From an optimization exercise on the open Yosys and OpenROAD flow, aimed at small area; shortcuts taken in it are not production practice.
In this exercise RTL edits were held to simulation tests only and were not proved equivalent to the original.
Power and IR drop assume default switching activity.

## flow/design.v

```verilog
package macro_stream_out_pkg;
   localparam int OUT_W = 40;
   localparam int CW = 16;
   localparam int EW = 12 + CW;
endpackage
module macro_stream_out_sq (
   input  logic [12:0] a,
   input  logic [12:0] b,
   output logic [9:0] hi
);
   wire p1 = a[0] & a[1];
   wire p2 = a[0] & a[2];
   wire p3 = a[0] & a[3];
   wire p4 = a[0] & a[4];
   wire p5 = a[0] & a[5];
   wire p6 = a[0] & a[6];
   wire p7 = a[0] & a[7];
   wire p8 = a[0] & a[8];
   wire p9 = a[0] & a[9];
   wire p10 = a[0] & a[10];
   wire p11 = a[0] & a[11];
   wire p12 = a[1] & a[2];
   wire p13 = a[1] & a[3];
   wire p14 = a[1] & a[4];
   wire p15 = a[1] & a[5];
   wire p16 = a[1] & a[6];
   wire p17 = a[1] & a[7];
   wire p18 = a[1] & a[8];
   wire p19 = a[1] & a[9];
   wire p20 = a[1] & a[10];
   wire p21 = a[1] & a[11];
   wire p22 = a[2] & a[3];
   wire p23 = a[2] & a[4];
   wire p24 = a[2] & a[5];
   wire p25 = a[2] & a[6];
   wire p26 = a[2] & a[7];
   wire p27 = a[2] & a[8];
   wire p28 = a[2] & a[9];
   wire p29 = a[2] & a[10];
   wire p30 = a[2] & a[11];
   wire p31 = a[3] & a[4];
   wire p32 = a[3] & a[5];
   wire p33 = a[3] & a[6];
   wire p34 = a[3] & a[7];
   wire p35 = a[3] & a[8];
   wire p36 = a[3] & a[9];
   wire p37 = a[3] & a[10];
   wire p38 = a[3] & a[11];
   wire p39 = a[4] & a[5];
   wire p40 = a[4] & a[6];
   wire p41 = a[4] & a[7];
   wire p42 = a[4] & a[8];
   wire p43 = a[4] & a[9];
   wire p44 = a[4] & a[10];
   wire p45 = a[4] & a[11];
   wire p46 = a[5] & a[6];
   wire p47 = a[5] & a[7];
   wire p48 = a[5] & a[8];
   wire p49 = a[5] & a[9];
   wire p50 = a[5] & a[10];
   wire p51 = a[5] & a[11];
   wire p52 = a[6] & a[7];
   wire p53 = a[6] & a[8];
   wire p54 = a[6] & a[9];
   wire p55 = a[6] & a[10];
   wire p56 = a[6] & a[11];
   wire p57 = a[7] & a[8];
   wire p58 = a[7] & a[9];
   wire p59 = a[7] & a[10];
   wire p60 = a[7] & a[11];
   wire p61 = a[8] & a[9];
   wire p62 = a[8] & a[10];
   wire p63 = a[8] & a[11];
   wire p64 = a[9] & a[10];
   wire p65 = a[9] & a[11];
   wire p66 = a[10] & a[11];
   wire p67 = ~(a[12] & a[0]);
   wire p68 = ~(a[12] & a[1]);
   wire p69 = ~(a[12] & a[2]);
   wire p70 = ~(a[12] & a[3]);
   wire p71 = ~(a[12] & a[4]);
   wire p72 = ~(a[12] & a[5]);
   wire p73 = ~(a[12] & a[6]);
   wire p74 = ~(a[12] & a[7]);
   wire p75 = ~(a[12] & a[8]);
   wire p76 = ~(a[12] & a[9]);
   wire p77 = ~(a[12] & a[10]);
   wire p78 = ~(a[12] & a[11]);
   wire p79 = b[0] & b[1];
   wire p80 = b[0] & b[2];
   wire p81 = b[0] & b[3];
   wire p82 = b[0] & b[4];
   wire p83 = b[0] & b[5];
   wire p84 = b[0] & b[6];
   wire p85 = b[0] & b[7];
   wire p86 = b[0] & b[8];
   wire p87 = b[0] & b[9];
   wire p88 = b[0] & b[10];
   wire p89 = b[0] & b[11];
   wire p90 = b[1] & b[2];
   wire p91 = b[1] & b[3];
   wire p92 = b[1] & b[4];
   wire p93 = b[1] & b[5];
   wire p94 = b[1] & b[6];
   wire p95 = b[1] & b[7];
   wire p96 = b[1] & b[8];
   wire p97 = b[1] & b[9];
   wire p98 = b[1] & b[10];
   wire p99 = b[1] & b[11];
   wire p100 = b[2] & b[3];
   wire p101 = b[2] & b[4];
   wire p102 = b[2] & b[5];
   wire p103 = b[2] & b[6];
   wire p104 = b[2] & b[7];
   wire p105 = b[2] & b[8];
   wire p106 = b[2] & b[9];
   wire p107 = b[2] & b[10];
   wire p108 = b[2] & b[11];
   wire p109 = b[3] & b[4];
   wire p110 = b[3] & b[5];
   wire p111 = b[3] & b[6];
   wire p112 = b[3] & b[7];
   wire p113 = b[3] & b[8];
   wire p114 = b[3] & b[9];
   wire p115 = b[3] & b[10];
   wire p116 = b[3] & b[11];
   wire p117 = b[4] & b[5];
   wire p118 = b[4] & b[6];
   wire p119 = b[4] & b[7];
   wire p120 = b[4] & b[8];
   wire p121 = b[4] & b[9];
   wire p122 = b[4] & b[10];
   wire p123 = b[4] & b[11];
   wire p124 = b[5] & b[6];
   wire p125 = b[5] & b[7];
   wire p126 = b[5] & b[8];
   wire p127 = b[5] & b[9];
   wire p128 = b[5] & b[10];
   wire p129 = b[5] & b[11];
   wire p130 = b[6] & b[7];
   wire p131 = b[6] & b[8];
   wire p132 = b[6] & b[9];
   wire p133 = b[6] & b[10];
   wire p134 = b[6] & b[11];
   wire p135 = b[7] & b[8];
   wire p136 = b[7] & b[9];
   wire p137 = b[7] & b[10];
   wire p138 = b[7] & b[11];
   wire p139 = b[8] & b[9];
   wire p140 = b[8] & b[10];
   wire p141 = b[8] & b[11];
   wire p142 = b[9] & b[10];
   wire p143 = b[9] & b[11];
   wire p144 = b[10] & b[11];
   wire p145 = ~(b[12] & b[0]);
   wire p146 = ~(b[12] & b[1]);
   wire p147 = ~(b[12] & b[2]);
   wire p148 = ~(b[12] & b[3]);
   wire p149 = ~(b[12] & b[4]);
   wire p150 = ~(b[12] & b[5]);
   wire p151 = ~(b[12] & b[6]);
   wire p152 = ~(b[12] & b[7]);
   wire p153 = ~(b[12] & b[8]);
   wire p154 = ~(b[12] & b[9]);
   wire p155 = ~(b[12] & b[10]);
   wire p156 = ~(b[12] & b[11]);
   wire s157 = a[1] ^ b[1] ^ p1;
   wire c158 = (a[1] & b[1]) | (a[1] & p1) | (b[1] & p1);
   wire s159 = p2 ^ p80 ^ c158;
   wire c160 = (p2 & p80) | (p2 & c158) | (p80 & c158);
   wire s161 = a[2] ^ b[2] ^ p12;
   wire c162 = (a[2] & b[2]) | (a[2] & p12) | (b[2] & p12);
   wire s163 = p3 ^ p81 ^ p90;
   wire c164 = (p3 & p81) | (p3 & p90) | (p81 & p90);
   wire s165 = s161 ^ s163 ^ c160;
   wire c166 = (s161 & s163) | (s161 & c160) | (s163 & c160);
   wire s167 = p13 ^ p4 ^ p82;
   wire c168 = (p13 & p4) | (p13 & p82) | (p4 & p82);
   wire s169 = p91 ^ c162 ^ c164;
   wire c170 = (p91 & c162) | (p91 & c164) | (c162 & c164);
   wire s171 = s167 ^ s169 ^ c166;
   wire c172 = (s167 & s169) | (s167 & c166) | (s169 & c166);
   wire s173 = a[3] ^ b[3] ^ p100;
   wire c174 = (a[3] & b[3]) | (a[3] & p100) | (b[3] & p100);
   wire s175 = p14 ^ p22 ^ p5;
   wire c176 = (p14 & p22) | (p14 & p5) | (p22 & p5);
   wire s177 = p83 ^ p92 ^ c168;
   wire c178 = (p83 & p92) | (p83 & c168) | (p92 & c168);
   wire s179 = s173 ^ s175 ^ c170;
   wire c180 = (s173 & s175) | (s173 & c170) | (s175 & c170);
   wire s181 = s177 ^ s179 ^ c172;
   wire c182 = (s177 & s179) | (s177 & c172) | (s179 & c172);
   wire s183 = p101 ^ p15 ^ p23;
   wire c184 = (p101 & p15) | (p101 & p23) | (p15 & p23);
   wire s185 = p6 ^ p84 ^ p93;
   wire c186 = (p6 & p84) | (p6 & p93) | (p84 & p93);
   wire s187 = c174 ^ c176 ^ s183;
   wire c188 = (c174 & c176) | (c174 & s183) | (c176 & s183);
   wire s189 = s185 ^ c178 ^ s187;
   wire c190 = (s185 & c178) | (s185 & s187) | (c178 & s187);
   wire s191 = c180 ^ s189 ^ c182;
   wire c192 = (c180 & s189) | (c180 & c182) | (s189 & c182);
   wire s193 = a[4] ^ b[4] ^ p102;
   wire c194 = (a[4] & b[4]) | (a[4] & p102) | (b[4] & p102);
   wire s195 = p109 ^ p16 ^ p24;
   wire c196 = (p109 & p16) | (p109 & p24) | (p16 & p24);
   wire s197 = p31 ^ p7 ^ p85;
   wire c198 = (p31 & p7) | (p31 & p85) | (p7 & p85);
   wire s199 = p94 ^ c184 ^ c186;
   wire c200 = (p94 & c184) | (p94 & c186) | (c184 & c186);
   wire s201 = s193 ^ s195 ^ s197;
   wire c202 = (s193 & s195) | (s193 & s197) | (s195 & s197);
   wire s203 = c188 ^ s199 ^ s201;
   wire c204 = (c188 & s199) | (c188 & s201) | (s199 & s201);
   wire s205 = c190 ^ s203 ^ c192;
   wire c206 = (c190 & s203) | (c190 & c192) | (s203 & c192);
   wire s207 = p103 ^ p110 ^ p17;
   wire c208 = (p103 & p110) | (p103 & p17) | (p110 & p17);
   wire s209 = p25 ^ p32 ^ p8;
   wire c210 = (p25 & p32) | (p25 & p8) | (p32 & p8);
   wire s211 = p86 ^ p95 ^ c194;
   wire c212 = (p86 & p95) | (p86 & c194) | (p95 & c194);
   wire s213 = c196 ^ c198 ^ s207;
   wire c214 = (c196 & c198) | (c196 & s207) | (c198 & s207);
   wire s215 = s209 ^ c200 ^ c202;
   wire c216 = (s209 & c200) | (s209 & c202) | (c200 & c202);
   wire s217 = s211 ^ s213 ^ c204;
   wire c218 = (s211 & s213) | (s211 & c204) | (s213 & c204);
   wire s219 = s215 ^ s217 ^ c206;
   wire c220 = (s215 & s217) | (s215 & c206) | (s217 & c206);
   wire s221 = a[5] ^ b[5] ^ p104;
   wire c222 = (a[5] & b[5]) | (a[5] & p104) | (b[5] & p104);
   wire s223 = p111 ^ p117 ^ p18;
   wire c224 = (p111 & p117) | (p111 & p18) | (p117 & p18);
   wire s225 = p26 ^ p33 ^ p39;
   wire c226 = (p26 & p33) | (p26 & p39) | (p33 & p39);
   wire s227 = p87 ^ p9 ^ p96;
   wire c228 = (p87 & p9) | (p87 & p96) | (p9 & p96);
   wire s229 = c208 ^ c210 ^ s221;
   wire c230 = (c208 & c210) | (c208 & s221) | (c210 & s221);
   wire s231 = s223 ^ s225 ^ s227;
   wire c232 = (s223 & s225) | (s223 & s227) | (s225 & s227);
   wire s233 = c212 ^ c214 ^ s229;
   wire c234 = (c212 & c214) | (c212 & s229) | (c214 & s229);
   wire s235 = s231 ^ c216 ^ s233;
   wire c236 = (s231 & c216) | (s231 & s233) | (c216 & s233);
   wire s237 = c218 ^ s235 ^ c220;
   wire c238 = (c218 & s235) | (c218 & c220) | (s235 & c220);
   wire s239 = p10 ^ p105 ^ p112;
   wire c240 = (p10 & p105) | (p10 & p112) | (p105 & p112);
   wire s241 = p118 ^ p19 ^ p27;
   wire c242 = (p118 & p19) | (p118 & p27) | (p19 & p27);
   wire s243 = p34 ^ p40 ^ p88;
   wire c244 = (p34 & p40) | (p34 & p88) | (p40 & p88);
   wire s245 = p97 ^ c222 ^ c224;
   wire c246 = (p97 & c222) | (p97 & c224) | (c222 & c224);
   wire s247 = c226 ^ c228 ^ s239;
   wire c248 = (c226 & c228) | (c226 & s239) | (c228 & s239);
   wire s249 = s241 ^ s243 ^ c230;
   wire c250 = (s241 & s243) | (s241 & c230) | (s243 & c230);
   wire s251 = c232 ^ s245 ^ s247;
   wire c252 = (c232 & s245) | (c232 & s247) | (s245 & s247);
   wire s253 = c234 ^ s249 ^ s251;
   wire c254 = (c234 & s249) | (c234 & s251) | (s249 & s251);
   wire s255 = c236 ^ s253 ^ c238;
   wire c256 = (c236 & s253) | (c236 & c238) | (s253 & c238);
   wire s257 = a[6] ^ b[6] ^ p106;
   wire c258 = (a[6] & b[6]) | (a[6] & p106) | (b[6] & p106);
   wire s259 = p11 ^ p113 ^ p119;
   wire c260 = (p11 & p113) | (p11 & p119) | (p113 & p119);
   wire s261 = p124 ^ p20 ^ p28;
   wire c262 = (p124 & p20) | (p124 & p28) | (p20 & p28);
   wire s263 = p35 ^ p41 ^ p46;
   wire c264 = (p35 & p41) | (p35 & p46) | (p41 & p46);
   wire s265 = p89 ^ p98 ^ c240;
   wire c266 = (p89 & p98) | (p89 & c240) | (p98 & c240);
   wire s267 = c242 ^ c244 ^ s257;
   wire c268 = (c242 & c244) | (c242 & s257) | (c244 & s257);
   wire s269 = s259 ^ s261 ^ s263;
   wire c270 = (s259 & s261) | (s259 & s263) | (s261 & s263);
   wire s271 = c246 ^ c248 ^ s265;
   wire c272 = (c246 & c248) | (c246 & s265) | (c248 & s265);
   wire s273 = s267 ^ s269 ^ c250;
   wire c274 = (s267 & s269) | (s267 & c250) | (s269 & c250);
   wire s275 = c252 ^ s271 ^ s273;
   wire c276 = (c252 & s271) | (c252 & s273) | (s271 & s273);
   wire s277 = c254 ^ s275 ^ c256;
   wire c278 = (c254 & s275) | (c254 & c256) | (s275 & c256);
   wire s279 = p107 ^ p114 ^ p120;
   wire c280 = (p107 & p114) | (p107 & p120) | (p114 & p120);
   wire s281 = p125 ^ p145 ^ p21;
   wire c282 = (p125 & p145) | (p125 & p21) | (p145 & p21);
   wire s283 = p29 ^ p36 ^ p42;
   wire c284 = (p29 & p36) | (p29 & p42) | (p36 & p42);
   wire s285 = p47 ^ p67 ^ p99;
   wire c286 = (p47 & p67) | (p47 & p99) | (p67 & p99);
   wire s287 = c258 ^ c260 ^ c262;
   wire c288 = (c258 & c260) | (c258 & c262) | (c260 & c262);
   wire s289 = c264 ^ s279 ^ s281;
   wire c290 = (c264 & s279) | (c264 & s281) | (s279 & s281);
   wire s291 = s283 ^ s285 ^ c266;
   wire c292 = (s283 & s285) | (s283 & c266) | (s285 & c266);
   wire s293 = c268 ^ c270 ^ s287;
   wire c294 = (c268 & c270) | (c268 & s287) | (c270 & s287);
   wire s295 = s289 ^ c272 ^ s291;
   wire c296 = (s289 & c272) | (s289 & s291) | (c272 & s291);
   wire s297 = s293 ^ c274 ^ s295;
   wire c298 = (s293 & c274) | (s293 & s295) | (c274 & s295);
   wire s299 = c276 ^ s297 ^ c278;
   wire c300 = (c276 & s297) | (c276 & c278) | (s297 & c278);
   wire s301 = ~(a[7] ^ b[7]);
   wire c302 = a[7] | b[7];
   wire s303 = p108 ^ p115 ^ p121;
   wire c304 = (p108 & p115) | (p108 & p121) | (p115 & p121);
   wire s305 = p126 ^ p130 ^ p146;
   wire c306 = (p126 & p130) | (p126 & p146) | (p130 & p146);
   wire s307 = p30 ^ p37 ^ p43;
   wire c308 = (p30 & p37) | (p30 & p43) | (p37 & p43);
   wire s309 = p48 ^ p52 ^ p68;
   wire c310 = (p48 & p52) | (p48 & p68) | (p52 & p68);
   wire s311 = s301 ^ c280 ^ c282;
   wire c312 = (s301 & c280) | (s301 & c282) | (c280 & c282);
   wire s313 = c284 ^ c286 ^ s303;
   wire c314 = (c284 & c286) | (c284 & s303) | (c286 & s303);
   wire s315 = s305 ^ s307 ^ s309;
   wire c316 = (s305 & s307) | (s305 & s309) | (s307 & s309);
   wire s317 = c288 ^ c290 ^ s311;
   wire c318 = (c288 & c290) | (c288 & s311) | (c290 & s311);
   wire s319 = s313 ^ s315 ^ c292;
   wire c320 = (s313 & s315) | (s313 & c292) | (s315 & c292);
   wire s321 = c294 ^ s317 ^ c296;
   wire c322 = (c294 & s317) | (c294 & c296) | (s317 & c296);
   wire s323 = s319 ^ c298 ^ s321;
   wire c324 = (s319 & c298) | (s319 & s321) | (c298 & s321);
   wire s325 = p116 ^ p122 ^ p127;
   wire c326 = (p116 & p122) | (p116 & p127) | (p122 & p127);
   wire s327 = p131 ^ p147 ^ p38;
   wire c328 = (p131 & p147) | (p131 & p38) | (p147 & p38);
   wire s329 = p44 ^ p49 ^ p53;
   wire c330 = (p44 & p49) | (p44 & p53) | (p49 & p53);
   wire s331 = p69 ^ c302 ^ c304;
   wire c332 = (p69 & c302) | (p69 & c304) | (c302 & c304);
   wire s333 = c306 ^ c308 ^ c310;
   wire c334 = (c306 & c308) | (c306 & c310) | (c308 & c310);
   wire s335 = s325 ^ s327 ^ s329;
   wire c336 = (s325 & s327) | (s325 & s329) | (s327 & s329);
   wire s337 = c312 ^ c314 ^ c316;
   wire c338 = (c312 & c314) | (c312 & c316) | (c314 & c316);
   wire s339 = s331 ^ s333 ^ s335;
   wire c340 = (s331 & s333) | (s331 & s335) | (s333 & s335);
   wire s341 = c318 ^ s337 ^ s339;
   wire c342 = (c318 & s337) | (c318 & s339) | (s337 & s339);
   wire s343 = c320 ^ s341 ^ c322;
   wire c344 = (c320 & s341) | (c320 & c322) | (s341 & c322);
   wire s345 = a[8] ^ b[8] ^ p123;
   wire c346 = (a[8] & b[8]) | (a[8] & p123) | (b[8] & p123);
   wire s347 = p128 ^ p132 ^ p135;
   wire c348 = (p128 & p132) | (p128 & p135) | (p132 & p135);
   wire s349 = p148 ^ p45 ^ p50;
   wire c350 = (p148 & p45) | (p148 & p50) | (p45 & p50);
   wire s351 = p54 ^ p57 ^ p70;
   wire c352 = (p54 & p57) | (p54 & p70) | (p57 & p70);
   wire s353 = c326 ^ c328 ^ c330;
   wire c354 = (c326 & c328) | (c326 & c330) | (c328 & c330);
   wire s355 = s345 ^ s347 ^ s349;
   wire c356 = (s345 & s347) | (s345 & s349) | (s347 & s349);
   wire s357 = s351 ^ c332 ^ c334;
   wire c358 = (s351 & c332) | (s351 & c334) | (c332 & c334);
   wire s359 = c336 ^ s353 ^ s355;
   wire c360 = (c336 & s353) | (c336 & s355) | (s353 & s355);
   wire s361 = c338 ^ s357 ^ c340;
   wire c362 = (c338 & s357) | (c338 & c340) | (s357 & c340);
   wire s363 = s359 ^ c342 ^ s361;
   wire c364 = (s359 & c342) | (s359 & s361) | (c342 & s361);
   wire s365 = p129 ^ p133 ^ p136;
   wire c366 = (p129 & p133) | (p129 & p136) | (p133 & p136);
   wire s367 = p149 ^ p51 ^ p55;
   wire c368 = (p149 & p51) | (p149 & p55) | (p51 & p55);
   wire s369 = p58 ^ p71 ^ c346;
   wire c370 = (p58 & p71) | (p58 & c346) | (p71 & c346);
   wire s371 = c348 ^ c350 ^ c352;
   wire c372 = (c348 & c350) | (c348 & c352) | (c350 & c352);
   wire s373 = s365 ^ s367 ^ c354;
   wire c374 = (s365 & s367) | (s365 & c354) | (s367 & c354);
   wire s375 = c356 ^ s369 ^ s371;
   wire c376 = (c356 & s369) | (c356 & s371) | (s369 & s371);
   wire s377 = c358 ^ s373 ^ c360;
   wire c378 = (c358 & s373) | (c358 & c360) | (s373 & c360);
   wire s379 = s375 ^ c362 ^ s377;
   wire c380 = (s375 & c362) | (s375 & s377) | (c362 & s377);
   wire s381 = a[9] ^ b[9] ^ p134;
   wire c382 = (a[9] & b[9]) | (a[9] & p134) | (b[9] & p134);
   wire s383 = p137 ^ p139 ^ p150;
   wire c384 = (p137 & p139) | (p137 & p150) | (p139 & p150);
   wire s385 = p56 ^ p59 ^ p61;
   wire c386 = (p56 & p59) | (p56 & p61) | (p59 & p61);
   wire s387 = p72 ^ c366 ^ c368;
   wire c388 = (p72 & c366) | (p72 & c368) | (c366 & c368);
   wire s389 = s381 ^ s383 ^ s385;
   wire c390 = (s381 & s383) | (s381 & s385) | (s383 & s385);
   wire s391 = c370 ^ c372 ^ s387;
   wire c392 = (c370 & c372) | (c370 & s387) | (c372 & s387);
   wire s393 = s389 ^ c374 ^ c376;
   wire c394 = (s389 & c374) | (s389 & c376) | (c374 & c376);
   wire s395 = s391 ^ c378 ^ s393;
   wire c396 = (s391 & c378) | (s391 & s393) | (c378 & s393);
   wire s397 = p138 ^ p140 ^ p151;
   wire c398 = (p138 & p140) | (p138 & p151) | (p140 & p151);
   wire s399 = p60 ^ p62 ^ p73;
   wire c400 = (p60 & p62) | (p60 & p73) | (p62 & p73);
   wire s401 = c382 ^ c384 ^ c386;
   wire c402 = (c382 & c384) | (c382 & c386) | (c384 & c386);
   wire s403 = s397 ^ s399 ^ c388;
   wire c404 = (s397 & s399) | (s397 & c388) | (s399 & c388);
   wire s405 = c390 ^ s401 ^ c392;
   wire c406 = (c390 & s401) | (c390 & c392) | (s401 & c392);
   wire s407 = s403 ^ c394 ^ s405;
   wire c408 = (s403 & c394) | (s403 & s405) | (c394 & s405);
   wire s409 = a[10] ^ b[10] ^ p141;
   wire c410 = (a[10] & b[10]) | (a[10] & p141) | (b[10] & p141);
   wire s411 = p142 ^ p152 ^ p63;
   wire c412 = (p142 & p152) | (p142 & p63) | (p152 & p63);
   wire s413 = p64 ^ p74 ^ c398;
   wire c414 = (p64 & p74) | (p64 & c398) | (p74 & c398);
   wire s415 = c400 ^ s409 ^ s411;
   wire c416 = (c400 & s409) | (c400 & s411) | (s409 & s411);
   wire s417 = c402 ^ s413 ^ s415;
   wire c418 = (c402 & s413) | (c402 & s415) | (s413 & s415);
   wire s419 = c404 ^ s417 ^ c406;
   wire c420 = (c404 & s417) | (c404 & c406) | (s417 & c406);
   wire s421 = p143 ^ p153 ^ p65;
   wire c422 = (p143 & p153) | (p143 & p65) | (p153 & p65);
   wire s423 = p75 ^ c410 ^ c412;
   wire c424 = (p75 & c410) | (p75 & c412) | (c410 & c412);
   wire s425 = s421 ^ c414 ^ c416;
   wire c426 = (s421 & c414) | (s421 & c416) | (c414 & c416);
   wire s427 = s423 ^ c418 ^ s425;
   wire c428 = (s423 & c418) | (s423 & s425) | (c418 & s425);
   wire s429 = a[11] ^ b[11] ^ p144;
   wire c430 = (a[11] & b[11]) | (a[11] & p144) | (b[11] & p144);
   wire s431 = p154 ^ p66 ^ p76;
   wire c432 = (p154 & p66) | (p154 & p76) | (p66 & p76);
   wire s433 = c422 ^ s429 ^ s431;
   wire c434 = (c422 & s429) | (c422 & s431) | (s429 & s431);
   wire s435 = c424 ^ s433 ^ c426;
   wire c436 = (c424 & s433) | (c424 & c426) | (s433 & c426);
   wire s437 = p155 ^ p77 ^ c430;
   wire c438 = (p155 & p77) | (p155 & c430) | (p77 & c430);
   wire s439 = c432 ^ c434 ^ s437;
   wire c440 = (c432 & c434) | (c432 & s437) | (c434 & s437);
   wire s441 = a[12] ^ b[12] ^ p156;
   wire c442 = (a[12] & b[12]) | (a[12] & p156) | (b[12] & p156);
   wire s443 = p78 ^ s441 ^ c438;
   wire c444 = (p78 & s441) | (p78 & c438) | (s441 & c438);
   wire k445 = a[0] & b[0];
   wire k446 = p79 & s157;
   wire k447 = s159 & k446;
   wire k448 = s165 & k447;
   wire k449 = s171 & k448;
   wire k450 = s181 & k449;
   wire k451 = s191 & k450;
   wire k452 = s205 & k451;
   wire k453 = s219 & k452;
   wire k454 = s237 & k453;
   wire k455 = s255 & k454;
   wire k456 = s277 & k455;
   wire k457 = s299 & k456;
   wire k458 = (s323 & c300) | (s323 & k457) | (c300 & k457);
   wire k459 = (c324 & s343) | (c324 & k458) | (s343 & k458);
   wire [9:0] ra = {c442, c440, s439, c428, s427, c408, c396, c380, c364, s363};
   wire [9:0] rb = {c444, s443, c436, s435, c420, s419, s407, s395, s379, c344};
   assign hi = ra + rb + 10'(k459);
endmodule
module macro_stream_out_fifo #(
   parameter int WIDTH = 29
) (
   input  logic             clk,
   input  logic             rst,
   input  logic             push,
   input  logic [WIDTH-1:0] wdata,
   input  logic             pop,
   output logic [WIDTH-1:0] rdata,
   output logic             full,
   output logic             empty
);
   logic [7:0]             head_q;
   logic [7:0][WIDTH-1:0]  mem_q;
   logic                   wr_en, rd_en;
   always_comb begin
      empty = ~(|head_q);
      full  = head_q[7];
      rd_en = pop & ~empty;
      wr_en = push & (~full | rd_en);
      rdata = '0;
      for (int i = 0; i < 8; i++) rdata = rdata | ({WIDTH{head_q[i]}} & mem_q[i]);
   end
   always_ff @(posedge clk) begin
      if (rst)                 head_q <= '0;
      else if (wr_en & ~rd_en) head_q <= {head_q[6:0], empty};
      else if (rd_en & ~wr_en) head_q <= {1'b0, head_q[7:1]};
   end
   always_ff @(posedge clk) if (wr_en) mem_q <= {mem_q[6:0], wdata};
endmodule
module macro_stream_out (
   input  logic        clk,
   input  logic        rst,
   input  logic        en,
   input  logic        in_valid,
   input  logic        barrier,
   input  logic [15:0] u_x,
   input  logic [15:0] u_y,
   input  logic [15:0] rho,
   output logic        out_valid,
   input  logic        out_ready,
   output logic [39:0] out_data,
   output logic        frame_done,
   output logic [15:0] frame_count,
   output logic        overflow
);
   localparam int CW = macro_stream_out_pkg::CW;
   localparam int EW = macro_stream_out_pkg::EW;
   logic [9:0]    sq;
   logic          big_x, big_y;
   logic          sat, spec, rneg, m_o, b2_o, spec_o;
   logic [7:0]    inten;
   logic [CW-1:0] c0, c1_q, c2_q, c3_q;
   logic          v1_q, v2_q, v3_q;
   logic [5:0]    x_q, y_q;
   logic          last, fifo_full, fifo_empty, pop;
   logic          frame_done_q, overflow_q;
   logic [15:0]   frame_count_q;
   logic [EW-1:0] rdata;
   macro_stream_out_sq u_sq (.a(u_x[12:0]), .b(u_y[12:0]), .hi(sq));
   always_comb begin
      big_x = ~((&u_x[15:12]) | ~(|u_x[15:12]));
      big_y = ~((&u_y[15:12]) | ~(|u_y[15:12]));
      sat   = big_x | big_y | (|sq[9:8]);
      spec  = barrier | sat;
      inten = barrier ? 8'h00 : (sat ? 8'hFF : sq[7:0]);
      rneg  = rho[15];
      c0[15]    = rneg | spec;
      c0[14]    = inten[7];
      c0[13:7]  = (spec & ~rneg) ? rho[14:8] : inten[6:0];
      c0[6]     = rneg | (~spec & rho[14]);
      c0[5]     = rneg ? spec : rho[13];
      c0[4:0]   = rho[12:8];
   end
   always_ff @(posedge clk) begin
      c1_q <= c0;
      c2_q <= c1_q;
      c3_q <= c2_q;
   end
   assign last = (x_q == 6'd49) && (y_q == 6'd49);
   assign pop  = out_ready & ~fifo_empty;
   always_ff @(posedge clk) begin
      if (rst) begin
         v1_q          <= 1'b0;
         v2_q          <= 1'b0;
         v3_q          <= 1'b0;
         x_q           <= '0;
         y_q           <= '0;
         frame_done_q  <= 1'b0;
         frame_count_q <= '0;
         overflow_q    <= 1'b0;
      end else begin
         v1_q          <= en & in_valid;
         v2_q          <= v1_q;
         v3_q          <= v2_q;
         if (v3_q) begin
            if (x_q == 6'd49) begin
               x_q <= '0;
               y_q <= (y_q == 6'd49) ? '0 : y_q + 6'd1;
            end else begin
               x_q <= x_q + 6'd1;
            end
         end
         frame_done_q  <= v3_q & last;
         frame_count_q <= frame_count_q + 16'(v3_q & last);
         overflow_q    <= overflow_q | (v3_q & fifo_full & ~pop);
      end
   end
   macro_stream_out_fifo #(.WIDTH(EW)) u_fifo (
      .clk   (clk),
      .rst   (rst),
      .push  (v3_q),
      .wdata ({x_q, y_q, c3_q}),
      .pop   (out_ready),
      .rdata (rdata),
      .full  (fifo_full),
      .empty (fifo_empty)
   );
   assign out_valid   = ~fifo_empty;
   always_comb begin
      m_o    = rdata[15];
      b2_o   = m_o & ~rdata[6];
      spec_o = m_o & (~rdata[6] | rdata[5]);
      out_data = {2'b00, rdata[27:22], 2'b00, rdata[21:16],
                  5'b00000, m_o & rdata[6], spec_o & rdata[14], spec_o & ~rdata[14],
                  b2_o ? {8{rdata[14]}} : rdata[14:7],
                  1'b0, m_o ? (rdata[6] ? 7'd0 : rdata[13:7]) : rdata[6:0]};
   end
   assign frame_done  = frame_done_q;
   assign frame_count = frame_count_q;
   assign overflow    = overflow_q;
endmodule
```

## flow/flow/run.sh

```bash
#!/bin/bash
# Layout flow: the standard synthesis, then a netlist pass that re-chooses full-adder
# polarity to drop inverters (flow/polarity.py), then the standard layout from the
# floorplan on, with the ports buffered by the smallest buffer.
set -euo pipefail
W=$PWD
R=$W/orfs/results/$FLOW_PLATFORM/macro_stream_out/base
bash standard.sh synth > $W/synth.log 2>&1
cp $R/1_2_yosys.v $W/1_2_yosys.standard.v
python3 $W/flow/polarity.py $W/1_2_yosys.standard.v $R/1_2_yosys.v > $W/polarity.log 2>&1
rm -f $R/1_synth.odb $R/1_synth.sdc
bash standard.sh "BUFFER_PORTS_ARGS=-buffer_cell sky130_fd_sc_hd__buf_1" finish > $W/layout.log 2>&1
```

## flow/flow/polarity.py

```python
#!/usr/bin/env python3
"""Re-chooses the polarity of the full adders in a synthesized sky130hd netlist to drop inverters.

A full adder is self-dual: FA(~a, ~b, ~c) = (~sum, ~carry). Yosys's extract_fa often builds
adders on complemented signals and leaves an inverter on many adder-to-adder connections. This
script removes every inverter, picks for each full adder whether it computes on true or on
complemented signals (local search that lowers the number of signals needed in both
polarities), and puts back one inverter for each signal that some pin needs complemented.
Usage: polarity.py IN.v OUT.v"""
import re
import sys
import random

src = open(sys.argv[1]).read()
CELL_RE = re.compile(r'^(\s*)(sky130_fd_sc_hd__\w+)\s+(\S+)\s*\((.*?)\);\n', re.S | re.M)
PIN_RE = re.compile(r'\.(\w+)\(((?:\\\S+\s)|[^)]*?)\s*\)')
OUT_PINS = {'X', 'Y', 'Q', 'Q_N', 'COUT', 'SUM', 'HI', 'LO'}

cells = []   # dict(type, name, pins: list[(pin, net)], span)
for m in CELL_RE.finditer(src):
    pins = [(p, n.strip()) for p, n in PIN_RE.findall(m.group(4))]
    cells.append({'type': m.group(2), 'name': m.group(3), 'pins': pins, 'span': m.span(), 'indent': m.group(1)})

PORTS = set()
for m in re.finditer(r'^\s*(?:input|output|inout)\s+(?:\[[^\]]*\]\s*)?(\S+?)\s*;', src, re.M):
    PORTS.add(m.group(1))


def net_base(n):
    return re.sub(r'\s*\[\d+\]$', '', n.strip())


def is_inv(c):
    if re.fullmatch(r'sky130_fd_sc_hd__(inv|clkinv)_\d+', c['type']) is None:
        return False
    # an inverter that drives a port stays as it is
    return net_base(dict(c['pins'])['Y']) not in PORTS

def is_fa(c):
    return re.fullmatch(r'sky130_fd_sc_hd__fa_\d+', c['type']) is not None

inv_of = {}   # output net -> input net
for c in cells:
    if is_inv(c):
        d = dict(c['pins'])
        inv_of[d['Y']] = d['A']

def root(net):
    p = 0
    seen = 0
    while net in inv_of and seen < 100:
        net = inv_of[net]
        p ^= 1
        seen += 1
    return net, p

# nets read by assign statements (outputs, renames) keep their true polarity
assign_reads = set()
for m in re.finditer(r'^\s*assign\s+(.*?)\s*=\s*(.*?);', src, re.M):
    for n in re.findall(r'(\\\S+\s|[A-Za-z_][\w$.]*(?:\[\d+\])?)', m.group(2)):
        assign_reads.add(n.strip())

# cells with a complemented twin: flipping one swaps its type and complements its output
TWIN = {'and2_1': 'nand2_1', 'nand2_1': 'and2_1', 'or2_1': 'nor2_1', 'nor2_1': 'or2_1',
        'xor2_1': 'xnor2_1', 'xnor2_1': 'xor2_1', 'and3_1': 'nand3_1', 'nand3_1': 'and3_1',
        'or3_1': 'nor3_1', 'nor3_1': 'or3_1'}
AREA = {'and2_1': 6.256, 'nand2_1': 3.7536, 'or2_1': 6.256, 'nor2_1': 3.7536, 'xor2_1': 8.7584,
        'xnor2_1': 8.7584, 'and3_1': 6.256, 'nand3_1': 5.0048, 'or3_1': 6.256, 'nor3_1': 5.0048}
INV_AREA = 3.7536
fa_idx = {}
driver_fa = {}   # net -> flippable cell index (full adder SUM/COUT, or twin cell output)
fas = []
flip_cost = []
for c in cells:
    short = c['type'].replace('sky130_fd_sc_hd__', '')
    drives_port = any(p in OUT_PINS and net_base(n) in PORTS for p, n in c['pins'])
    if (is_fa(c) or short in TWIN) and not drives_port:
        fa_idx[c['name']] = len(fas)
        fas.append(c)
        flip_cost.append(0.0 if is_fa(c) else AREA[TWIN[short]] - AREA[short])
        for p, n in c['pins']:
            if p in ('SUM', 'COUT', 'X', 'Y'):
                driver_fa[n] = len(fas) - 1

# consumers: (fa index or None, root net, polarity)
cons = []
for c in cells:
    if is_inv(c):
        continue
    f = fa_idx.get(c['name']) if is_fa(c) else None
    for p, n in c['pins']:
        if p in OUT_PINS or n == '':
            continue
        r, pol = root(n)
        cons.append((f, r, pol))
for n in assign_reads:
    r, pol = root(n)
    if pol or n in inv_of:
        cons.append((None, r, pol))
# inverters driving nothing but other removed inverters are dropped; an inverter output read by an
# assign is covered above

by_root = {}
for i, (f, r, pol) in enumerate(cons):
    by_root.setdefault(r, []).append(i)
fa_roots = [set() for _ in fas]
for i, (f, r, pol) in enumerate(cons):
    if f is not None:
        fa_roots[f].add(r)
for r in by_root:
    if r in driver_fa:
        fa_roots[driver_fa[r]].add(r)

phi = [0] * len(fas)

def need_inv(r):
    phys = phi[driver_fa[r]] if r in driver_fa else 0
    for i in by_root[r]:
        f, _, pol = cons[i]
        want = pol ^ (phi[f] if f is not None else 0)
        if want != phys:
            return 1
    return 0

def cost():
    return sum(need_inv(r) for r in by_root)

def local(f):
    return sum(need_inv(r) for r in fa_roots[f])

def total():
    return INV_AREA * sum(need_inv(r) for r in by_root) + sum(flip_cost[f] for f in range(len(fas)) if phi[f])


def local(f):
    return INV_AREA * sum(need_inv(r) for r in fa_roots[f]) + (flip_cost[f] if phi[f] else 0)


import math
rng = random.Random(1)
start = total()
cur = start
best, best_phi = cur, phi[:]
T = 4.0
steps = 200000
for it in range(steps):
    f = rng.randrange(len(fas))
    before = local(f)
    phi[f] ^= 1
    d = local(f) - before
    if d <= 0 or rng.random() < math.exp(-d / T):
        cur += d
        if cur < best - 1e-9:
            best, best_phi = cur, phi[:]
    else:
        phi[f] ^= 1
    T = max(0.05, 4.0 * (1 - it / steps))
phi = best_phi


# rewrite; the outputs of flipped cells carry the complement and get new names
ren = {}
for r, f in driver_fa.items():
    if phi[f]:
        ren[r] = r + '_pn'
inv_net = {}
new_cells = []
k = 0
for r in sorted(by_root):
    if need_inv(r):
        k += 1
        inv_net[r] = f'polinv_n{k}'
        phys = ren.get(r, r)
        new_cells.append(f'  sky130_fd_sc_hd__inv_1 polinv_{k} (\n    .A({phys}{" " if phys.startswith(chr(92)) else ""}),\n    .Y(polinv_n{k})\n  );\n')

def conn(f, n):
    r, pol = root(n)
    phys = phi[driver_fa[r]] if r in driver_fa else 0
    want = pol ^ (phi[f] if f is not None else 0)
    return ren.get(r, r) if want == phys else inv_net[r]

def fmt(n):
    return n + ' ' if n.startswith('\\') else n

out = []
pos = 0
first = None
for c in cells:
    a, b = c['span']
    out.append(src[pos:a])
    pos = b
    if first is None:
        first = len(out)
    if is_inv(c):
        continue
    f = fa_idx.get(c['name'])
    ctype = c['type']
    if f is not None and not is_fa(c):
        if phi[f]:
            ctype = 'sky130_fd_sc_hd__' + TWIN[ctype.replace('sky130_fd_sc_hd__', '')]
        f = None
    pins = []
    for p, n in c['pins']:
        if p in OUT_PINS or n == '':
            if ctype != c['type'] and p in ('X', 'Y'):
                p = 'Y' if p == 'X' else 'X'
            pins.append((p, ren.get(n, n)))
        else:
            pins.append((p, conn(f, n)))
    body = ',\n'.join(f'{c["indent"]}  .{p}({fmt(n)})' for p, n in pins)
    out.append(f'{c["indent"]}{ctype} {c["name"]} (\n{body}\n{c["indent"]});\n')
out.append(src[pos:])
text = ''.join(out)
# assigns that read an inverter output or a flipped adder output
NAME_RE = re.compile(r'(\\\S+\s|[A-Za-z_][\w$.]*(?:\[\d+\])?)')


def fix_assign(m):
    rhs = m.group(2)

    def rep(mm):
        n = mm.group(0).strip()
        if n in inv_of or n in driver_fa:
            return fmt(conn(None, n))
        return mm.group(0)
    head = m.group(0)[:m.start(2) - m.start(0)]
    return head + NAME_RE.sub(rep, rhs) + ';'


text = re.sub(r'^\s*assign\s+(.*?)\s*=\s*(.*?);', fix_assign, text, flags=re.M)
decl = ''.join(f'  wire polinv_n{i};\n' for i in range(1, k + 1))
decl += ''.join(f'  wire {fmt(n)};\n' for n in ren.values())
cells_text = ''.join(new_cells)
i = text.find('\n  sky130_fd_sc_hd__')
text = text[:i + 1] + decl + cells_text + text[i + 1:]
open(sys.argv[2], 'w').write(text)
n_inv = sum(1 for c in cells if is_inv(c))
print(f'flippable cells: {len(fas)}, flipped: {sum(phi)}, inverters before: {n_inv}, after: {k}, '
      f'area change {best - INV_AREA * n_inv:.1f} um2 (search start {start:.1f})')
```

## flow/standard.sh

```bash
#!/bin/bash
# synth_recipe.tcl (not shown) runs the flow's synth.tcl, then flattens the netlist and writes it again
# the make line also repeats each setting of config.mk as NAME=value (left out here)
make -C /OpenROAD-flow-scripts/flow DESIGN_CONFIG=/design/flow/config.mk WORK_HOME=/design/flow/orfs CLKGATE_MAP_FILE= SYNTH_SCRIPT=/design/flow/synth_recipe.tcl "${@:-finish}"
```

## flow/config.mk

```make
export PLATFORM = sky130hd
export DESIGN_NAME = macro_stream_out
export DESIGN_NICKNAME = macro_stream_out
export VERILOG_FILES = /design/flow/design.v
export SDC_FILE = /design/flow/constraint.sdc
export NUM_CORES = 4
export LEC_CHECK = 0
export CAP_MARGIN = 5
export CORE_MARGIN = 2
export CORE_UTILIZATION = 40
export CTS_CLUSTER_DIAMETER = 80
export CTS_CLUSTER_SIZE = 30
export SLEW_MARGIN = 5
```

## flow/constraint.sdc

```tcl
create_clock -name core_clock -period 10.0 [get_ports {clk}]
set_input_delay 2.0000 -clock core_clock [delete_from_list [all_inputs] [get_ports {clk}]]
set_output_delay 2.0000 -clock core_clock [all_outputs]
set_load 0.01 [all_outputs]
```

==> reports/qor.yml, run 1 <==
first_pass_iters: 5
dieArea_um2: 39800
cts_hold_buf: 0
cts_setup_buffers: 0
fill_cells: 3461
dpl_cell_area_um2: 16300
wl_um: 32500
drt_iter0_markers: 662
fin_crit_ns: 9.55
viasPerCell: 5.23
holdPathEnd: "c3_q[11]"
cts_resized: 0
clkLatencyLatePin_ns: 0.49
antennaDiodeCount: 0
grt_pass1_vias: 9202
gp_congestion: 0.845
final_cell_mix: "224 x edfxtp_1, 151 x nand2_1, 140 x fa_1"
drv_cap: 0
grt_pass1_wl_um: 51600
dp_hpwl_um: 22000
dieHeight_um: 199
hold_violations: 0
avgSynthCellArea_um2: 13.5
layout.nets: 1434
tightest_slew_ns: 1.14
p_total_uw: 3330
p_leak_uw: 0.00562
cts_sinks: 313
clock_tree.buffer_depth: 3
setup_ws_ns: 0.454
status: "no timing/DRC/antenna violations"
clkTransAtPathRegs_ns: 0.10
m1WireLength_um: 14500
htreeDepth: 1
layout-drive-gt1-share_pct: 6.19
max_slew_margin_pct: 23.8
yosysWarningCount: 2
cts_made_buffers: 14
setup_viol: 0
r2r_cells: 10
hold-path-cell-count: 0
root_buffer: "clkbuf_16"
reg2reg_from: "x_q[0]"
r2r_setup_slack_ns: 7.10
row_count: 71
final_antenna_net_count: 0
rsz0062_at_grt: "no"
drc: 0
finClkSkew_ns: 0.00916
cp_data_arrival_time_ns: 9.95
final_area_um2: 16800
start_kind: "input port"
peakVddDrop_uv: 152
cts_tree: "yes"
hp-start: "c2_q[11]"
crit_type: "input port to flip-flop"
required_ns: 10.40
final.setup.tns_ns: 0
synthCells: 1130
endpoint_kind: "flip-flop"
grt_usage_pct: 16.5
powerDensity_nw_per_um2: 199
post-place-ws_ns: -0.0963
dr_wl_met3_um: 1820
grt_max_degree: 225
core_area_um2: 37700
fin_crit_sh_pct: 95.5
gr-total-overflow: 0
reg2reg_to: "frame_count_q[15]"
fmax_mhz: 105
area_growth_pct: 9.80
initial_utilization_pct: 40.6
drv_slew: 0
wl_met2_um: 15700
cp_max_fo: 11
die_x_um: 199
vias: 9082
synth.cell_area_um2: 15300
hp-class: "flip-flop to flip-flop"
numPortBuffers: 94
antenna_found_initial: 2
layout_commonest_cell: "edfxtp_1"
routed_wire_length_per_instance_um: 18.7
ios: 113
top_layer: "met5"
metrics by stage:
stage | std cells | hold slack, ns | util (%)
finish | 1738 | 0.335 | 44.5
global route | 1738 | 0.340 | 44.5
CTS | 1738 | 0.334 | 44.5
detailed placement | 1714 | 0.312 | 43.4
global placement | 1714 | 0.310 | 43.4
floorplan | 1139 | 0.310 | -
area by class of cell:
| type | count | area, um2 | share of cell area (%) |
|---|---|---|---|
| Clock inverter | 2 | 15.0 | 0.0895 |
| Tap cell | 511 | 639 | 3.81 |
| Sequential cell | 313 | 8510 | 50.7 |
| Multi-Input combinational cell | 710 | 6330 | 37.7 |
| Clock buffer | 22 | 423 | 2.52 |
| Inverter | 45 | 169 | 1.01 |
| Timing Repair Buffer | 135 | 686 | 4.09 |
how the worst max path moves through the flow:
stage	from	endpoint	slack [ns]	cells past startpoint
detailed placement	u_y[1]	c1_q[6]	-0.1	29
global placement	u_y[1]	c1_q[6]	-0.01	29
global route	u_y[2]	c1_q[6]	0.04	27
floorplan	u_x[0]	c1_q[6]	0.34	27
finish	u_y[2]	c1_q[6]	0.45	27
CTS	u_y[1]	c1_q[6]	0.42	29
critical path, stage by stage:
cell and delay [ns]:
buf_1 0.20, buf_4 0.24, nand2_1 0.10, fa_1 0.57, fa_1 0.43, fa_1 0.46, fa_1 0.41, fa_1 0.39
fa_1 0.40, fa_1 0.41, fa_1 0.40, fa_1 0.40, fa_1 0.44, nor2_1 0.10, nand3_1 0.08, nor4_1 0.28
a21oi_1 0.11, maj3_1 0.40, fa_1 0.42, fa_1 0.41, nor2b_1 0.16, o2111ai_1 0.14, and2_1 0.20, a211oi_1 0.33
a2111oi_2 0.07, buf_4 0.20, a21o_1 0.18
registers in the layout, summed over array words and instances (netlist names):
name	flops
c2_q	16
v2_q	1
v3_q	1
c3_q	16
u_fifo.head_q	8
v1_q	1
c1_q	16
y_q	6
u_fifo.mem_q	224
x_q	6
overflow_q	1
frame_done_q	1
frame_count_q	16
metal layers:
layer	up-vias	GRT usage, %
met2	247	27.4
met4	4	3.65
met5	-	0
li1	4164	-
met1	4624	23.2
met3	43	2.09
power breakdown:
part	leakage [uW]	total, uW	switching (uW)	internal, uW
logic	0.00268	1250	656	594
clock network	0.000213	681	381	300
registers	0.00273	1400	6.08	1390
==> inputs of run 2 (changes only) <==
--- a/flow/flow/polarity.py
+++ b/flow/flow/polarity.py
@@ -36,4 +36,35 @@
     # an inverter that drives a port stays as it is
     return net_base(dict(c['pins'])['Y']) not in PORTS
+
+# plain buffers that synthesis left (ABC fanout buffers) are taken out: placement buffers again
+# where the layout needs it
+def is_buf(c):
+    if re.fullmatch(r'sky130_fd_sc_hd__(buf|clkbuf)_\d+', c['type']) is None:
+        return False
+    return net_base(dict(c['pins'])['X']) not in PORTS
+
+
+buf_of = {}
+for c in cells:
+    if is_buf(c):
+        d = dict(c['pins'])
+        buf_of[d['X']] = d['A']
+
+
+def unbuf(n):
+    k = 0
+    while n in buf_of and k < 100:
+        n = buf_of[n]
+        k += 1
+    return n
+
+
+for c in cells:
+    if not is_buf(c):
+        c['pins'] = [(p, n if p in OUT_PINS else unbuf(n)) for p, n in c['pins']]
+cells_all = cells
+removed_bufs = [c for c in cells if is_buf(c)]
+cells = [c for c in cells if not is_buf(c)]
+
 
 def is_fa(c):
@@ -186,5 +217,5 @@
 pos = 0
 first = None
-for c in cells:
+for c in cells_all:
     a, b = c['span']
     out.append(src[pos:a])
@@ -192,5 +223,5 @@
     if first is None:
         first = len(out)
-    if is_inv(c):
+    if is_inv(c) or is_buf(c):
         continue
     f = fa_idx.get(c['name'])
@@ -236,4 +267,5 @@
 open(sys.argv[2], 'w').write(text)
 n_inv = sum(1 for c in cells if is_inv(c))
+print(f'buffers removed: {len(removed_bufs)}')
 print(f'flippable cells: {len(fas)}, flipped: {sum(phi)}, inverters before: {n_inv}, after: {k}, '
       f'area change {best - INV_AREA * n_inv:.1f} um2 (search start {start:.1f})')
--- a/flow/config.mk
+++ b/flow/config.mk
@@ -6,8 +6,9 @@
 export NUM_CORES = 4
 export LEC_CHECK = 0
-export CAP_MARGIN = 5
+export CAP_MARGIN = 20
 export CORE_MARGIN = 2
 export CORE_UTILIZATION = 40
 export CTS_CLUSTER_DIAMETER = 80
 export CTS_CLUSTER_SIZE = 30
-export SLEW_MARGIN = 5
+export GPL_TIMING_DRIVEN = 0
+export SLEW_MARGIN = 20
==> run 2 against run 1 <==
Setup slack lost 0.051 ns. Sequential share of layout area shrank 0.83 points. Synthesized cell count shrank 5.4%. Global-route usage grew 0.15 points. Die area shrank 1.5%. Clock skew grew 0.0073 ns. First-iteration DRC count shrank 15%. Register-to-register slack gained 0.06 ns. Critical endpoint is now c1_q[9].
==> reports/qor.yml, run 2 <==
row_count: 71
drc: 0
hp-class: "flip-flop to flip-flop"
powerDensity_nw_per_um2: 194
setup_ws_ns: 0.403
dieHeight_um: 198
peakVddDrop_uv: 106
ios: 113
yosysWarningCount: 2
power.switching_uw: 1030
max_slew_margin_pct: 46.0
cts_sinks: 313
drv_slew: 0
die_x_um: 198
status: "no timing/DRC/antenna violations"
htreeDepth: 1
grt_pass1_wl_um: 51500
routed_wire_length_per_instance_um: 19.1
clockPowerShare_pct: 21.0
antenna_found_initial: 0
antennaDiodeCount: 0
top_layer: "met4"
worst_path_most_repeated_cell: "fa_1"
drt_iter0_markers: 563
required_ns: 10.42
initial_utilization_pct: 40.3
post-place-ws_ns: -0.903
m1WireLength_um: 14800
fin_crit_sh_pct: 96.0
max_stage_delay_ns: 0.48
cp_data_arrival_time_ns: 10.02
root_buffer: "clkbuf_16"
fill_cells: 3382
top_register: "u_fifo.mem_q"
area_growth_pct: 13.5
avgSynthCellArea_um2: 14.1
crit_type: "input port to flip-flop"
start_kind: "input port"
fin_crit_ns: 9.60
gp_congestion: 0.824
numPortBuffers: 94
critPathBufInv: 2
setup_viol: 0
grt_max_degree: 32
power_frac_seq_pct: 42.4
grt_pass1_vias: 9281
vias: 9189
wl_met2_um: 15500
multi_input_area_um2: 6350
gr-total-overflow: 0
viasPerCell: 5.44
dieArea_um2: 39200
largest_reg_flops: 224
regArea_um2: 8520
cp_slowest_cell: "fa_1"
layout_commonest_cell: "edfxtp_1"
dp_cells: 1665
fmax_mhz: 104
final_cell_mix: "224 x edfxtp_1, 151 x nand2_1, 140 x fa_1"
rsz0062_at_grt: "no"
finClkSkew_ns: 0.0165
layout.nets: 1423
endpoint_kind: "flip-flop"
final_antenna_net_count: 0
dr_wl_met3_um: 1570
synthCells: 1069
drv_cap: 0
synth.cell_area_um2: 15000
clkLatencyLatePin_ns: 0.50
p_comb_share_pct: 36.6
r2r_setup_slack_ns: 7.16
dp_hpwl_um: 22100
tightest_slew_ns: 0.810
wl_um: 32200
clock_tree.buffer_depth: 3
core_area_um2: 37300
clkTransAtPathRegs_ns: 0.10
hold_violations: 0
cp_max_fo: 13
intPower_uw: 2270
fin_cells: 1689
grt_usage_pct: 16.6
cts_tree: "yes"
cts_hold_buf: 0
p_sw_share_pct: 31.2
crit_family: "adder cells"
layout-drive-gt1-share_pct: 7.16
first_pass_iters: 5
cts_made_buffers: 14
p_leak_uw: 0.00573
==> run 2: cell count changes in the layout (fill, tap and decap cells not counted), moves of 6 or more <==
cell | previous run | this run
dfxtp_2 | 0 | 8
buf_16 | 0 | 17
buf_1 | 94 | 82
clkbuf_4 | 0 | 6
dfxtp_1 | 89 | 81
buf_4 | 39 | 10
==> run 2: worst register-to-register path: cells and delay by family, from the launching register on <==
family / cells / cell delay, ns
simple gates: 6 / 1.75
flops: 1 / 0.44
fa+ha+maj: 2 / 0.36
compound gates: 1 / 0.13
buf+inv: 1 / 0.10
==> run 2: final timing paths <==
| check | depth (start not counted) | start | endpoint |
|---|---|---|---|
| hold reg to reg | 0 | c1_q[9] | c2_q[9] |
| setup / recovery | 27 | u_x[3] | c1_q[9] |
| hold / removal | 0 | c1_q[9] | c2_q[9] |
| setup reg to reg | 10 | x_q[0] | frame_count_q[13] |
==> run 2: area by class of cell <==
| type | instances | share of cell area (%) |
|---|---|---|
| plain buffers | 10 | 0.440 |
| clock buffers | 19 | 2.41 |
| clock inverters | 4 | 0.264 |
| inverters | 45 | 0.990 |
| multi-input cells | 710 | 37.2 |
| flip-flops and latches | 313 | 49.9 |
| well taps | 474 | 3.47 |
| repair buffers | 114 | 5.31 |
==> run 2: power by group through the flow <==
| stage | logic [uW] | clock network [uW] | registers, uW |
|---|---|---|---|
| CTS | 1220 | 722 | 1400 |
| finish | 1210 | 695 | 1400 |
| global placement | 1170 | 0 | 1440 |
| floorplan | 940 | 0 | 1430 |
| detailed placement | 1220 | 0 | 1430 |
| global route | 1390 | 765 | 1400 |
==> run 2: what timing repair did <==
action,4_1_cts,5_1_grt
resized for setup,8,11
setup endpoints to repair,10,11
buffers inserted,1,0
endpoints found under the hold margin,0,0
pin swaps,1,0
==> run 2: metrics by stage <==
step | utilization (%) | hold slack (ns) | setup TNS, ns | total power [uW] | instance area, um2
2_1_floorplan | - | 0.310 | 0 | 2370 | 15100
3_3_place_gp | 42.9 | 0.310 | -208.51 | 2600 | 16000
3_5_place_dp | 44.4 | 0.312 | -9.19 | 2650 | 16600
4_1_cts | 45.7 | 0.337 | 0 | 3340 | 17000
5_1_grt | 45.7 | 0.340 | 0 | 3560 | 17100
6_report | 45.7 | 0.334 | 0 | 3300 | 17100
==> run 2: per-layer routing <==
layer,global-route usage [%],vias up
li1,-,4158
met1,24.1,4774
met2,27.6,228
met3,1.75,29
met4,2.78,0
met5,0,-
==> inputs of run 3 (changes only) <==
--- a/flow/config.mk
+++ b/flow/config.mk
@@ -6,5 +6,5 @@
 export NUM_CORES = 4
 export LEC_CHECK = 0
-export CAP_MARGIN = 20
+export CAP_MARGIN = 5
 export CORE_MARGIN = 2
 export CORE_UTILIZATION = 40
@@ -12,3 +12,3 @@
 export CTS_CLUSTER_SIZE = 30
 export GPL_TIMING_DRIVEN = 0
-export SLEW_MARGIN = 20
+export SLEW_MARGIN = 5
==> run 3 against run 2 <==
Sequential share of layout area is 0.73 points higher. Still clean on timing, DRC and antenna. Utilization decreased by 0.66 points. Worst hold slack got worse by 0.0025 ns. Critical path type unchanged. Synthesized cell count unchanged. Final cell count fell by 0.41%. Cell area fell by 1.4%.
==> reports/qor.yml, run 3 <==
fmax_mhz: 104
numPortBuffers: 94
vias: 9100
grt_usage_pct: 16.5
hold-path-cell-count: 0
root_buffer: "clkbuf_16"
max_slew_margin_pct: 39.9
setup_viol: 0
gp_congestion: 0.824
holdPathEnd: "c2_q[0]"
clkLatencyLatePin_ns: 0.52
synth.cell_area_um2: 15000
endpoint_kind: "flip-flop"
die_x_um: 198
area_growth_pct: 11.9
hold_violations: 0
peakVddDrop_uv: 105
final_antenna_net_count: 0
layout_commonest_cell: "edfxtp_1"
finClkSkew_ns: 0.0402
powerDensity_nw_per_um2: 196
dieHeight_um: 198
gr-total-overflow: 0
r2r_setup_slack_ns: 7.11
hp-start: "c1_q[0]"
viasPerCell: 5.41
p_leak_uw: 0.00563
dieArea_um2: 39200
cts_tree: "yes"
ios: 113
cp_data_arrival_time_ns: 10.02
final_cell_mix: "224 x edfxtp_1, 151 x nand2_1, 140 x fa_1"
r2r_cells: 10
fin_util_pct: 45.1
fin_crit_ns: 9.58
final_area_um2: 16800
synthCells: 1069
avgSynthCellArea_um2: 14.1
final.setup.tns_ns: 0
initial_utilization_pct: 40.3
drv_slew: 0
layout-drive-gt1-share_pct: 6.62
required_ns: 10.44
status: "no timing/DRC/antenna violations"
yosysWarningCount: 2
start_kind: "input port"
holdWs_ns: 0.332
routed_wire_length_per_instance_um: 18.9
largest_reg_flops: 224
cts_sinks: 313
reg2reg_to: "frame_count_q[13]"
clock_tree.buffer_depth: 3
fin_crit_sh_pct: 95.8
row_count: 71
dp_hpwl_um: 21000
crit_type: "input port to flip-flop"
hp-class: "flip-flop to flip-flop"
core_area_um2: 37300
drc: 0
drv_cap: 0
drt_iter0_markers: 565
grt_pass1_vias: 9302
antenna_found_initial: 0
htreeDepth: 1
first_pass_iters: 4
rsz0062_at_grt: "no"
reg2reg_from: "x_q[0]"
p_total_uw: 3300
cts_made_buffers: 15
grt_pass1_wl_um: 51200
dpl_cell_area_um2: 16300
wl_um: 31800
grt_max_degree: 33
top_register: "u_fifo.mem_q"
tightest_slew_ns: 0.902
cp_max_fo: 13
layout.nets: 1415
clkTransAtPathRegs_ns: 0.11
antennaDiodeCount: 0
==> run 3: worst max-delay path by stage <==
stage | startpoint | to | depth (start not counted) | slack (ns)
after global routing | u_x[3] | c1_q[7] | 27 | 0.01
after global placement | out_ready | u_fifo.head_q[5] | 8 | -2.11
after CTS | u_x[4] | c1_q[6] | 26 | 0.06
after floorplan | u_x[1] | c1_q[10] | 27 | 0.22
after detailed placement | u_x[3] | c1_q[7] | 26 | -0.89
final | u_x[3] | c1_q[7] | 27 | 0.42
==> run 3: per-layer routing <==
layer	vias to the layer above	wire, um	share of wire [%]	GRT usage [%]
met1	4736	14500	46	23.5
met4	0	398	1.2	3.09
met3	28	1430	4.5	1.64
li1	4133	-	-	-
met2	203	15500	49	27.9
met5	-	0	0	0
==> run 3: worst max-delay path, cell delays in order <==
cell and delay, ns:
clkbuf_4 0.24, nand2_1 0.12, fa_1 0.45, fa_1 0.39
fa_1 0.48, fa_1 0.42, fa_1 0.39, fa_1 0.39
fa_1 0.39, fa_1 0.42, fa_1 0.39, fa_1 0.39
fa_1 0.43, nor2_1 0.11, nand3_1 0.08, nor4_1 0.26
a21oi_1 0.08, maj3_1 0.39, fa_1 0.46, fa_1 0.44
nor2b_2 0.14, o2111ai_1 0.14, a21oi_1 0.21, a211oi_2 0.08
a2111oi_4 0.33, buf_12 0.18, mux2i_1 0.20
==> run 3: repair_timing <==
item | 4_1_cts | 5_1_grt
setup buffers | 1 | 0
setup endpoints to repair | 10 | 11
resized for setup | 8 | 11
hold buffers | 0 | 0
pin swaps | 1 | 0
==> run 3: stage by stage <==
stage / worst slack, ns / std cells
6_report: 0.417 / 1682
5_1_grt: 0.0147 / 1682
4_1_cts: 0.0579 / 1682
3_5_place_dp: -0.889 / 1656
3_3_place_gp: -2.11 / 1646
2_1_floorplan: 0.216 / 1078
==> run 3: power by group <==
group	internal, uW	switching (uW)
Combinational	559	648
Clock	294	398
Sequential	1390	8.13
Total	2250	1050
==> run 3: area by class of cell <==
cell class | instances | area (um2)
plain buffers | 10 | 75.1
clock buffers | 20 | 394
clock inverters | 5 | 67.6
fillers | 3414 | 20500
inverters | 45 | 169
multi-input cells | 710 | 6350
flip-flops and latches | 313 | 8520
well taps | 474 | 593
repair buffers | 105 | 656
==> inputs of run 4 (changes only) <==
--- a/flow/flow/polarity.py
+++ b/flow/flow/polarity.py
@@ -66,4 +66,37 @@
 removed_bufs = [c for c in cells if is_buf(c)]
 cells = [c for c in cells if not is_buf(c)]
+
+# 8-way AND-OR read trees: nand4 of four single-use a22oi become nand3 of a222oi, a222oi, a22oi
+loads = {}
+drv_cell = {}
+for c in cells:
+    for p, n in c['pins']:
+        if p in OUT_PINS:
+            drv_cell[n] = c
+        else:
+            loads[n] = loads.get(n, 0) + 1
+n_tree = 0
+for c in cells:
+    if c['type'] != 'sky130_fd_sc_hd__nand4_1' or c.get('deleted'):
+        continue
+    d = dict(c['pins'])
+    gs = [drv_cell.get(d[k]) for k in ('A', 'B', 'C', 'D')]
+    if any(g is None or g['type'] != 'sky130_fd_sc_hd__a22oi_1' or g.get('deleted') for g in gs):
+        continue
+    if any(loads.get(d[k], 0) != 1 or net_base(d[k]) in PORTS for k in ('A', 'B', 'C', 'D')):
+        continue
+    if len(set(id(g) for g in gs)) != 4:
+        continue
+    g1, g2, g3, g4 = [dict(g['pins']) for g in gs]
+    gs[0]['type'] = gs[1]['type'] = 'sky130_fd_sc_hd__a222oi_1'
+    gs[0]['pins'] = [('A1', g1['A1']), ('A2', g1['A2']), ('B1', g1['B1']), ('B2', g1['B2']),
+                     ('C1', g4['A1']), ('C2', g4['A2']), ('Y', g1['Y'])]
+    gs[1]['pins'] = [('A1', g2['A1']), ('A2', g2['A2']), ('B1', g2['B1']), ('B2', g2['B2']),
+                     ('C1', g4['B1']), ('C2', g4['B2']), ('Y', g2['Y'])]
+    gs[3]['deleted'] = True
+    c['type'] = 'sky130_fd_sc_hd__nand3_1'
+    c['pins'] = [('A', g1['Y']), ('B', g2['Y']), ('C', g3['Y']), ('Y', d['Y'])]
+    n_tree += 1
+cells = [c for c in cells if not c.get('deleted')]
 
 
@@ -223,5 +256,5 @@
     if first is None:
         first = len(out)
-    if is_inv(c) or is_buf(c):
+    if is_inv(c) or is_buf(c) or c.get('deleted'):
         continue
     f = fa_idx.get(c['name'])
@@ -267,5 +300,5 @@
 open(sys.argv[2], 'w').write(text)
 n_inv = sum(1 for c in cells if is_inv(c))
-print(f'buffers removed: {len(removed_bufs)}')
+print(f'buffers removed: {len(removed_bufs)}, read trees rebuilt: {n_tree}')
 print(f'flippable cells: {len(fas)}, flipped: {sum(phi)}, inverters before: {n_inv}, after: {k}, '
       f'area change {best - INV_AREA * n_inv:.1f} um2 (search start {start:.1f})')
--- a/flow/config.mk
+++ b/flow/config.mk
@@ -8,7 +8,6 @@
 export CAP_MARGIN = 5
 export CORE_MARGIN = 2
-export CORE_UTILIZATION = 40
+export CORE_UTILIZATION = 60
 export CTS_CLUSTER_DIAMETER = 80
 export CTS_CLUSTER_SIZE = 30
-export GPL_TIMING_DRIVEN = 0
 export SLEW_MARGIN = 5
==> run 4 against run 3 <==
Final cell count fell by 9.1%. Global-route usage rose by 7.3 points. First-iteration DRC count rose by 93%. Utilization rose by 23 points. Count of clock-buffer cells in the layout rose by 1. Flip-flop and latch count did not move. Synthesized cell count fell by 2.7%. Register-to-register slack barely moved. Via count fell by 0.37%. Non-clock buffer count rose by 25. Routed wire length fell by 3.7%. Critical path type unchanged. Highest routed layer unchanged.
==> reports/qor.yml, run 4 <==
status: "no timing/DRC/antenna violations"
cts_setup_buffers: 0
die_x_um: 162
fin_crit_ns: 9.61
powerDensity_nw_per_um2: 203
routed_wire_length_per_instance_um: 20.0
crit_path_end: "c1_q[11]"
antennaDiodeCount: 0
layout.nets: 1411
dieHeight_um: 162
dieArea_um2: 26200
grt_pass1_vias: 9126
hold_violations: 0
dp_hpwl_um: 21000
layout-drive-gt1-share_pct: 6.97
peakVddDrop_uv: 144
numPortBuffers: 94
grt_usage_pct: 23.8
p_leak_uw: 0.00572
fin_crit_sh_pct: 96.1
synthCells: 1040
gr-total-overflow: 0
cts_tree: "yes"
fin_util_pct: 67.8
yosysWarningCount: 2
antenna_found_initial: 0
row_count: 57
vias: 9066
reg2reg_to: "frame_count_q[14]"
cts_sinks: 313
top_register: "u_fifo.mem_q"
drv_cap: 0
holdWs_ns: 0.305
finClkSkew_ns: 0.0309
cts_made_buffers: 15
initial_utilization_pct: 61.3
root_buffer: "clkbuf_16"
crit_start: "u_y[2]"
fill_cells: 1851
worst_path_most_repeated_cell: "fa_1"
clock_tree.buffer_depth: 3
drv_slew: 0
reg2reg_from: "x_q[0]"
layout_commonest_cell: "edfxtp_1"
cp_max_fo: 5
drc: 0
cp_slowest_cell: "fa_1"
ios: 113
setup_viol: 0
r2r_setup_slack_ns: 7.11
rsz0062_at_grt: "yes"
start_kind: "input port"
post-place-ws_ns: -0.136
setup_ws_ns: 0.391
crit_type: "input port to flip-flop"
r2r_cells: 12
endpoint_kind: "flip-flop"
clkLatencyLatePin_ns: 0.50
final_antenna_net_count: 0
required_ns: 10.42
first_pass_iters: 6
avgSynthCellArea_um2: 14.4
largest_reg_flops: 224
synth.cell_area_um2: 15000
gp_congestion: 0.882
viasPerCell: 5.93
grt_max_degree: 225
core_area_um2: 24400
clkTransAtPathRegs_ns: 0.10
drt_iter0_markers: 1091
grt_pass1_wl_um: 49300
htreeDepth: 1
area_growth_pct: 10.5
fmax_mhz: 104
wl_um: 30700
max_slew_margin_pct: 21.5
tightest_slew_ns: 1.18
final_cell_mix: "224 x edfxtp_1, 140 x fa_1, 139 x nand2_1"
hp-class: "flip-flop to flip-flop"
max_stage_delay_ns: 0.49
cp_data_arrival_time_ns: 10.03
## run 4: how the worst min path moves through the flow
| stage | start | to | depth (start not counted) |
|---|---|---|---|
| detailed placement | c1_q[9] | c2_q[9] | 0 |
| floorplan | c1_q[0] | c2_q[0] | 0 |
| global route | c2_q[1] | c3_q[1] | 0 |
| global placement | c2_q[3] | c3_q[3] | 0 |
| CTS | c2_q[1] | c3_q[1] | 0 |
| finish | c2_q[1] | c3_q[1] | 0 |
## run 4: report_power, final
part	total (uW)	internal, uW	switching [uW]
Clock	687	296	391
Combinational	1260	605	659
Sequential	1400	1390	6.96
Total	3350	2290	1060
## run 4: area by class of cell
| cell class | instances | area [um2] | area share, % |
|---|---|---|---|
| repair buffers | 140 | 721 | 4.36 |
| well taps | 324 | 405 | 2.45 |
| flip-flops and latches | 313 | 8510 | 51.5 |
| inverters | 40 | 150 | 0.908 |
| clock buffers | 21 | 398 | 2.41 |
| multi-input cells | 686 | 6290 | 38.0 |
| clock inverters | 5 | 60.1 | 0.363 |
## run 4: routing by layer
layer | track usage, % | up-vias | share of wire, %
met5 | 0 | - | 0
met4 | 4.95 | 0 | 1.9
met3 | 2.86 | 41 | 6.5
met2 | 39.4 | 365 | 49
met1 | 34.9 | 4540 | 43
li1 | - | 4120 | -
## run 4: per-stage QoR
step	instance area, um2	power (uW)	std cells	setup TNS (ns)
3_3_place_gp	16000	2670	1502	0
6_report	16500	3350	1529	0
3_5_place_dp	16000	2700	1502	-0.870
2_1_floorplan	15000	2360	1049	0
5_1_grt	16500	3630	1529	-0.521
4_1_cts	16500	3390	1528	0
## run 4: worst max-delay path, delay by kind of cell
kind            cells  cell delay [ns]
mux                 1             0.19
fa+ha+maj          14             5.82
buf+inv             2             0.44
compound gates      5             0.83
simple gates        5             0.74
## run 4: repair_timing
action | CTS | global route
hold buffers | 0 | 0
gates resized for setup | 0 | 4
endpoints found under the setup margin | 0 | 9

[static timing again, ports no longer ideal]
In the flow no input, the clock included, has a driving cell. The finished layouts below were timed again as built, in two steps. Step 1: set_driving_cell puts a clkbuf_16 on clk and a buf_2 on each other input, an assumption about the parent block. Step 2 also shifts input and output timing later by t, the mid clock arrival at the registers, as if the neighbouring blocks saw the same clock. Three values: ideal ports, drivers, drivers and shift; two values: the first two.
run	t (ns)	slack for setup (ns)	worst register clock-pin slew, ns	worst slew at a driven data input, ns	cell pins on the clock port's net
run 1	0.540	0.454 / 0.473 / -0.067	0.11 / 0.11	0.10	1
run 2	0.536	0.403 / 0.423 / -0.113	0.11 / 0.11	0.05	1
run 3	0.542	0.417 / 0.439 / -0.103	0.11 / 0.11	0.05	1
run 4	0.532	0.391 / 0.415 / -0.116	0.11 / 0.11	0.06	1
With both steps, setup timing fails in every run listed, where it was met with ideal ports. The setup slack of run 1, which loses most, moves by +0.019 ns with the drivers and by -0.521 ns with both steps.
